Source: an optimization exercise on an open RTL-to-GDS flow (aim: small area and a short achievable clock period). Production flows keep margins and buffers that such runs may drop. In this exercise RTL edits were held to simulation tests only and were not proved equivalent to the original. No activity file was given, so power comes from the tool's default toggle rates.

`flow/config.mk`:
```
export PLATFORM = sky130hd
export DESIGN_NAME = relu_pool2x2
export DESIGN_NICKNAME = relu_pool2x2
export VERILOG_FILES = /design/flow/design.v
export SDC_FILE = /design/flow/constraint.sdc
export NUM_CORES = 4
export LEC_CHECK = 0
export CAP_MARGIN = 20
export CORE_MARGIN = 2
export CORE_UTILIZATION = 40
export SLEW_MARGIN = 20
```
`flow/constraint.sdc`:
```
create_clock -name core_clock -period 11.0 [get_ports {clk}]
set_input_delay 2.2000 -clock core_clock [delete_from_list [all_inputs] [get_ports {clk}]]
set_output_delay 2.2000 -clock core_clock [all_outputs]
set_load 0.01 [all_outputs]
```
`flow/design.v`:
```
module relu_pool2x2 #(
    parameter int DATA_W = 32,
    parameter int MAX_W  = 64,
    parameter int CNT_W  = 10
) (
    input  logic              clk,
    input  logic              rst,
    input  logic              clear,
    input  logic [CNT_W-1:0]  map_w,
    input  logic [CNT_W-1:0]  map_h,
    input  logic              conv_ack,
    input  logic [DATA_W-1:0] conv_r,
    input  logic [DATA_W-1:0] conv_g,
    input  logic [DATA_W-1:0] conv_b,
    output logic [DATA_W-1:0] pool_out,
    output logic              pool_valid,
    output logic              frame_done,
    output logic              cfg_err
);
    localparam int BUF_D = MAX_W / 2;
    localparam int IDX_W = (BUF_D > 1) ? $clog2(BUF_D) : 1;
    typedef enum logic {
        S_EVEN = 1'b0,
        S_ODD  = 1'b1
    } state_t;
    state_t state;
    state_t state_next;
    logic [CNT_W-1:0]  w_q;
    logic [CNT_W-1:0]  h_q;
    logic [CNT_W-1:0]  col;
    logic [CNT_W-1:0]  row;
    logic [DATA_W-1:0] pair;
    logic [DATA_W-1:0] line_buf [BUF_D];
    logic              byp;
    logic              accept;
    logic              take;
    logic              col_odd;
    logic              col_last;
    logic              row_last;
    logic [IDX_W-1:0]  buf_idx;
    logic              cfg_bad;
    logic signed [DATA_W+1:0] sum;
    logic [DATA_W-1:0] relu;
    logic [DATA_W-1:0] pm;
    logic [DATA_W-1:0] line_val;
    logic [DATA_W-1:0] win_max;
    logic              buf_we;
    logic              pool_fire;
    logic              frame_fire;
    assign byp = 1'b0;
    assign accept   = conv_ack & ~clear & ~cfg_err;
    assign take     = accept & ~byp;
    assign col_odd  = col[0];
    assign col_last = (col == w_q - CNT_W'(1));
    assign row_last = (row == h_q - CNT_W'(1));
    assign buf_idx  = IDX_W'(col >> 1);
    assign cfg_bad  = map_w[0] | map_h[0]
                    | (map_w < CNT_W'(2)) | (map_h < CNT_W'(2))
                    | (map_w > CNT_W'(MAX_W));
    assign sum = $signed({{2{conv_r[DATA_W-1]}}, conv_r})
               + $signed({{2{conv_g[DATA_W-1]}}, conv_g})
               + $signed({{2{conv_b[DATA_W-1]}}, conv_b});
    localparam logic signed [DATA_W+1:0] SAT = {3'b000, {(DATA_W-1){1'b1}}};
    always_comb begin
        if (sum[DATA_W+1]) begin
            relu = '0;
        end else if (sum > SAT) begin
            relu = {1'b0, {(DATA_W-1){1'b1}}};
        end else begin
            relu = sum[DATA_W-1:0];
        end
    end
    assign pm       = (relu > pair) ? relu : pair;
    assign line_val = line_buf[buf_idx];
    assign win_max  = (pm > line_val) ? pm : line_val;
    always_ff @(posedge clk or posedge rst) begin
        if (rst) begin
            state <= S_EVEN;
        end else if (clear) begin
            state <= S_EVEN;
        end else begin
            state <= state_next;
        end
    end
    always_comb begin
        state_next = state;
        buf_we     = 1'b0;
        pool_fire  = 1'b0;
        frame_fire = 1'b0;
        if (take) begin
            case (state)
                S_EVEN: begin
                    if (col_odd) begin
                        buf_we = 1'b1;
                    end
                    if (col_last) begin
                        state_next = S_ODD;
                    end
                end
                S_ODD: begin
                    if (col_odd) begin
                        pool_fire  = 1'b1;
                        frame_fire = col_last & row_last;
                    end
                    if (col_last) begin
                        state_next = S_EVEN;
                    end
                end
                default: state_next = S_EVEN;
            endcase
        end
    end
    always_ff @(posedge clk or posedge rst) begin
        if (rst) begin
            w_q     <= '0;
            h_q     <= '0;
            cfg_err <= 1'b1;
        end else if (clear) begin
            w_q     <= map_w;
            h_q     <= map_h;
            cfg_err <= cfg_bad;
        end
    end
    always_ff @(posedge clk or posedge rst) begin
        if (rst) begin
            col <= '0;
            row <= '0;
        end else if (clear) begin
            col <= '0;
            row <= '0;
        end else if (take) begin
            if (col_last) begin
                col <= '0;
                row <= row_last ? '0 : row + CNT_W'(1);
            end else begin
                col <= col + CNT_W'(1);
            end
        end
    end
    always_ff @(posedge clk or posedge rst) begin
        if (rst) begin
            pair <= '0;
        end else if (clear) begin
            pair <= '0;
        end else if (take && !col_odd) begin
            pair <= relu;
        end
    end
    always_ff @(posedge clk) begin
        if (buf_we) begin
            line_buf[buf_idx] <= pm;
        end
    end
    always_ff @(posedge clk or posedge rst) begin
        if (rst) begin
            pool_out   <= '0;
            pool_valid <= 1'b0;
            frame_done <= 1'b0;
        end else begin
            pool_valid <= 1'b0;
            frame_done <= 1'b0;
            if (accept && byp) begin
                pool_out   <= relu;
                pool_valid <= 1'b1;
            end else if (pool_fire) begin
                pool_out   <= win_max;
                pool_valid <= 1'b1;
                frame_done <= frame_fire;
            end
        end
    end
endmodule
```
`flow/run.sh`:
```
#!/bin/bash
# synth_recipe.tcl (not shown) runs the flow's synth.tcl, then flattens the netlist and writes it again
# the make line also repeats each setting of config.mk as NAME=value (left out here)
make -C /OpenROAD-flow-scripts/flow DESIGN_CONFIG=/design/flow/config.mk WORK_HOME=/design/flow/orfs CLKGATE_MAP_FILE= SYNTH_SCRIPT=/design/flow/synth_recipe.tcl finish
```
==> reports/metrics.yaml <==
clk_latency_ns: 0.73
slowest_delay_ns: 0.58
ios: 155
yosysWarnings: 1
grtUsageTotal_pct: 21.4
hold_viol_final: 0
min_path_cells: 2
grt_max_degree: 124
endpoint_kind: "flip-flop"
cts.sinks: 1132
wl_per_cell_um: 28.1
wirelength_mm: 133
worstSetupPathType: "input pin to flip-flop"
area_growth_pct: 16.1
clock_power_share_pct: 35.7
yosys_register_bits: 1132
fin_skew_ns: 0.0572
cts_hold_buf: 0
postSynth.asyncResetShare_pct: 9.54
slew_viol_final: 0
place_congestion: 0.868
syn_avg_cell_area_um2: 17.4
cts_buffers: 112
diodes: 0
startpoint_type: "input pin"
hpwl_mm: 76.8
syn_area_mm2: 0.0484
htreeDepth: 3
outcome: "no timing/DRC/antenna violations"
intPower_uw: 7660
grt.overflow.total: 0
via_per_inst: 5.90
core-area_mm2: 0.120
layout_min_cycle_time_ns: 10.34
cp_max_fo: 36
dieArea_mm2: 0.124
cellLeakagePower_uw: 0.0182
fin_area_mm2: 0.0562
setup_violations: 0
worst_pin_slew_ns: 1.05
power_switching_uw: 2680
clock_path_buffers: 3
drive_gt1_share_pct: 20.8
slew_headroom_pct: 29.8
initial_utilization_pct: 40.3
combPwrFrac_pct: 14.2
swShare_pct: 25.9
antenna_found_initial: 2
die_h_um: 352
rr_worst_depth: 17
total_power_uw: 10300
pwr-share-seq_pct: 50.0
synth_edf_count: 1024
std_cell_rows: 127
postRouteAntennaNets: 0
ys_types: 88
synth_cells: 2783
rsz0062_at_grt: "false"
vias: 27800
drt_iter0_markers: 3176
cts_tree: "yes"
cp_slowest_cell: "or4_1"
grt_pass1_vias: 27800
drtPass1Iterations: 5
place_area_mm2: 0.0526
syn_nets: 3036
clk_pin_slew_worst_paths_ns: 0.06
ir_drop_v: 0.000154
cts_setup_buffers: 0
fin_nets: 3272
drv_cap: 0
cp.required_ns: 11.56
ctsResizeCount: 0
die_w_um: 352
synth_top_flop_cell: "edfxtp_1"
period_share_pct: 94.0
grt_pass1_wl_mm: 192
yosysSeqAreaShare_pct: 69.1
arrival_ns: 10.90
worstHoldPathType: "flip-flop to flip-flop"
drc: 0
holdWs_ns: 0.505
io_buffers: 154
p_per_area_mw_per_mm2: 184
cts_root_buffer: "clkbuf_16"
max_freq_mhz: 96.7
==> stage by stage <==
step                TNS, ns  worst slack (ns)  cells  util (%)
floorplan                 0             0.695   2783         -
detailed placement  -0.0976           -0.0951   4516      43.9
CTS                       0             0.608   4719      46.8
global route              0             0.137   4720      46.8
finish                    0             0.661   4720      46.8
global placement          0             0.121   4516      43.9
==> synthesized netlist by cell type (23+ instances only) <==
library cell,count,area [um^2]
buf_2,55,275
xnor2_1,37,324
o21ai_1,47,235
dfrtp_1,107,2680
a22oi_1,71,533
mux4_2,256,5770
a21oi_1,56,280
a22o_1,38,333
and3_1,42,263
a311oi_1,27,236
o22ai_1,30,188
o21ai_0,75,375
a221oi_1,30,263
fa_1,33,661
clkbuf_1,74,278
ha_1,100,1250
nor2_1,190,713
inv_1,58,218
edfxtp_1,1024,30700
nand2_1,130,488
nand3_1,23,115
==> routing by layer <==
metal / wire [um] / track usage, % / part of all wire, %
met1: 54800 / 30.3 / 41
met2: 64100 / 35.0 / 48
met3: 11400 / 3.13 / 8.6
met4: 2550 / 5.22 / 1.9
met5: 0 / 0 / 0
==> flip-flops by register name (all words and copies together) (netlist names) <==
register	count
pool_out	32
col	10
w_q	10
frame_done	1
row	10
line_buf	1024
state	1
h_q	10
pool_valid	1
pair	32
cfg_err	1
==> path summary, 6_finish.rpt <==
check,slack (ns),end,startpoint
setup / recovery,0.66,pool_out[26],conv_r[1]
hold / removal,0.51,cfg_err,cfg_err
setup reg to reg,4.81,pool_out[26],col[1]
hold reg to reg,0.51,cfg_err,cfg_err
max in group asynchronous,7.75,pair[10],rst
min in group asynchronous,1.99,col[0],rst
==> placed cells by master (no fill, tap or decap), types with 33 or more instances in the layout <==
cell | synthesis | final
nor2_1 | 190 | 156
inv_1 | 58 | 57
buf_4 | 4 | 110
a21oi_1 | 56 | 56
a22o_1 | 38 | 38
dfrtp_1 | 107 | 105
edfxtp_1 | 1024 | 1024
ha_1 | 100 | 100
nor2_4 | 0 | 33
and3_1 | 42 | 41
o21ai_1 | 47 | 37
o21ai_0 | 75 | 61
mux4_2 | 256 | 256
a22oi_1 | 71 | 71
clkdlybuf4s50_1 | 0 | 154
fa_1 | 33 | 33
nand2_1 | 130 | 130
xnor2_1 | 37 | 37
clkbuf_16 | 0 | 113
==> worst max-delay path: cells and delay by family <==
family	cells	cell delay [ns]
buffers and inverters	7	1.39
adders and majority gates	5	1.73
and+or+nand+nor	13	3.31
AOI/OAI and AO/OA	11	2.25
==> power groups by stage <==
| stage | combinational, uW | clock (uW) | sequential [uW] |
|---|---|---|---|
| 2_1_floorplan | 811 | 0 | 5290 |
| 3_3_place_gp | 1400 | 0 | 5260 |
| 3_5_place_dp | 1460 | 0 | 5260 |
| 4_1_cts | 1470 | 3760 | 5170 |
| 5_1_grt | 1620 | 3910 | 5170 |
| 6_report | 1470 | 3690 | 5170 |
==> logic make-up (layout without fill, tap and decap cells) <==
kind of cell | count (synthesis) | after routing | share of synthesized area, %
adder cells (fa/ha/maj) | 133 | 133 | 3.95
AO/OA/AOI/OAI | 466 | 466 | 6.60
other | 1 | 1 | 0.00775
AND/OR/NAND/NOR | 508 | 508 | 5.03
XOR/XNOR | 57 | 57 | 1.03
buffers and inverters | 208 | 533 | 1.83
flip-flops | 1132 | 1132 | 69.1
multiplexers | 278 | 278 | 12.4
==> layout make-up <==
cell class                 instances  area (um^2)
sequential                      1132        33500
clock inverter                    65          623
tap                             1612         2020
fill                            9990        63800
multi-input combinational       1443        14400
timing repair buffer             271         2500
clock buffer                     138         2930
inverter                          59          224

afterwards: timing with drivers on the ports:
The results above use ideal ports. As a check the final layout listed here was re-extracted and re-timed, cells and wires unchanged. Step 1, drivers: a clkbuf_16 drives clk and a buf_2 each remaining input, both assumed. Step 2 times the ports against the registers' clock, not the clock port: input delays grow and output delays shrink by t, the midpoint of the rising clock arrivals with the driver on. a / b / c = no drivers / after step 1 / after step 2; a / b = the first two.
t, ns: 0.778
setup slack, ns: 0.661 / 0.711 / -0.067
latest minus earliest clock arrival (ns): 0.057 / 0.057
worst data-port slew with drivers (ns): 0.04
With both steps, setup timing fails in this run, where it was met with ideal ports. For this run, drivers alone change the setup slack by +0.050 ns; drivers and shift together by -0.728 ns.
